Background: an optimization exercise with open tools, aiming at a short achievable clock period and few clock cycles. Do not read the settings as production practice.
Function was checked by simulation only, so behaviour that the tests miss may differ from the original.

==> flow/design.v (excerpt) <==
module attn_top (
  input  logic clk,
  input  logic reset_n,
  input  logic dut_valid,
  output logic dut_ready,
  output logic [16-1:0] sram_input_read_address,
  input  logic [32-1:0] sram_input_read_data,
  output logic [16-1:0] sram_weight_read_address,
  input  logic [32-1:0] sram_weight_read_data,
  output logic [16-1:0] sram_result_read_address,
  input  logic [32-1:0] sram_result_read_data,
  output logic                    sram_result_write_enable,
  output logic [16-1:0] sram_result_write_address,
  output logic [32-1:0] sram_result_write_data,
  output logic [16-1:0] sram_scratchpad_read_address,
  input  logic [32-1:0] sram_scratchpad_read_data,
  output logic                    sram_scratchpad_write_enable,
  output logic [16-1:0] sram_scratchpad_write_address,
  output logic [32-1:0] sram_scratchpad_write_data
);
  localparam int NL = 4;        
  localparam int LW = 2;        
  typedef enum logic [3:0] {
    R_IDLE,
    R_D1,      
    R_D2,      
    R_D3,      
    R_D4,      
    R_XL,      
    R_PROJ,    
    R_SQ,      
    R_KL,      
    R_S,       
    R_SPROJ,   
    R_SWAIT,   
    R_SS,      
    R_FIN      
  } rstate_t;
  localparam logic [1:0] A_ST = 2'd0;    
  localparam logic [1:0] A_IN = 2'd2;    
  localparam logic [1:0] A_SCR = 2'd3;   
  rstate_t rs, rs_n;
  logic ready_q, ready_n;
  logic [6:0] n_r, d_r, e_r, n_n, d_n, e_n;
  logic [6:0] nm1_r, dm1_r, em1_r, nm1_n, dm1_n, em1_n;
  logic fast_r, fast_n;
  logic [12:0] ne_a, ne_b;
  logic [15:0] ne_r;       
  logic [15:0] ne3_r;      
  logic [15:0] nde_r;      
  logic [15:0] nle_r;      
  logic [7:0] e3_r;        
  logic [15:0] ia, wa, ra, sa, ia_n, wa_n, ra_n, sa_n;
  logic [31:0] in_q, w_q, r_q, s_q;
  logic [6:0] t0, t0_n;
  logic [6:0] tm1, tm1_n;
  logic [15:0] tbase, tbase_n;     
  logic [15:0] toff, toff_n;       
  logic [6:0] per_r, per_n;        
  logic [6:0] ik, ik_n;
  logic [7:0] ig, ig_n;
  logic [6:0] sk, sj, si, sk_n, sj_n, si_n;
  logic [1:0] sm, sm_n;
  logic [15:0] row_base, col_base, mat_base;
  logic [15:0] row_base_n, col_base_n, mat_base_n;
  ...
Size: ~4,000 flip-flops, about 290 I/O pins.
Settings: LEC_CHECK=0, CAP_MARGIN=20, CORE_MARGIN=2, CORE_UTILIZATION=40, SLEW_MARGIN=20; clock period 16.0 ns.
run.sh (not shown) runs the stock make flow with config.mk's settings and CLKGATE_MAP_FILE= SYNTH_SCRIPT=/design/flow/synth_recipe.tcl, a recipe that flattens the netlist after the stock synthesis.
Testbench counts at the start, summed over its fixed seeds: cycles 84,851.
Next try:
--- a/flow/design.v
+++ b/flow/design.v
@@ -231,14 +231,14 @@
   output logic [16-1:0] sram_scratchpad_read_address,
   input  logic [32-1:0] sram_scratchpad_read_data,
   output logic                    sram_scratchpad_write_enable,
   output logic [16-1:0] sram_scratchpad_write_address,
   output logic [32-1:0] sram_scratchpad_write_data
 );
-  localparam int NL = 4;        
-  localparam int LW = 2;        
+  localparam int NL = 6;        
+  localparam int LW = 3;        
   typedef enum logic [3:0] {
     R_IDLE,
     R_D1,      
     R_D2,      
     R_D3,      
     R_D4,      
@@ -343,14 +343,14 @@
   end
   always_ff @(posedge clk) begin
     ne_a <= 13'(n_r) * 13'(e_r[3:0]);
     ne_b <= 13'(n_r) * 13'(e_r[6:4]);
     ne_r <= 16'(ne_a) + {2'b0, ne_b[9:0], 4'b0};
     ne3_r <= ne_r + ne_r + ne_r;
-    nde_r <= 16'(d_r) << LW;
-    nle_r <= 16'(e_r) << LW;
+    nde_r <= 16'(d_r) * 16'(NL);
+    nle_r <= 16'(e_r) * 16'(NL);
     e3_r <= 8'(e_r) + 8'(e_r) + 8'(em1_r);
   end
   always_comb begin
     rs_n = rs;
     ready_n = ready_q;
     n_n = n_r;
=> The changed run passed the timing, DRC and antenna checks. Cell area rose by 41%. Synthesized cell count rose by 39%. Count of clock-buffer cells in the layout rose by 279. Sequential share of layout area stays flat. Non-clock buffer count rose by 152. Flip-flop and latch count rose by 1600. Via count rose by 41%. Routed wire length rose by 50%. Die area rose by 41%. Cell count rose by 40%. Setup slack gets worse by 0.56 ns.
Testbench counts after the change, summed over its fixed seeds: cycles 66,577.

## static timing again, ports no longer ideal
The flow's constraints put no driver on any port. The routed layouts listed below were extracted and timed again, unchanged, in two steps. Step 1 assumes that a clkbuf_16 drives the clock port and a buf_2 every other input. Step 2 also shifts input and output timing later by t, the mid clock arrival at the registers, as if the neighbouring blocks saw the same clock. Slacks: ideal ports / drivers / drivers and shift; pairs: ideal ports / drivers.
run	shift t [ns]	setup WS [ns]	pins driven straight from the clock port
the first run	1.118	10.576 / 10.457 / 10.776	1
the second run	1.255	10.013 / 9.852 / 10.603	1
After both steps setup and hold are still met in every run listed.
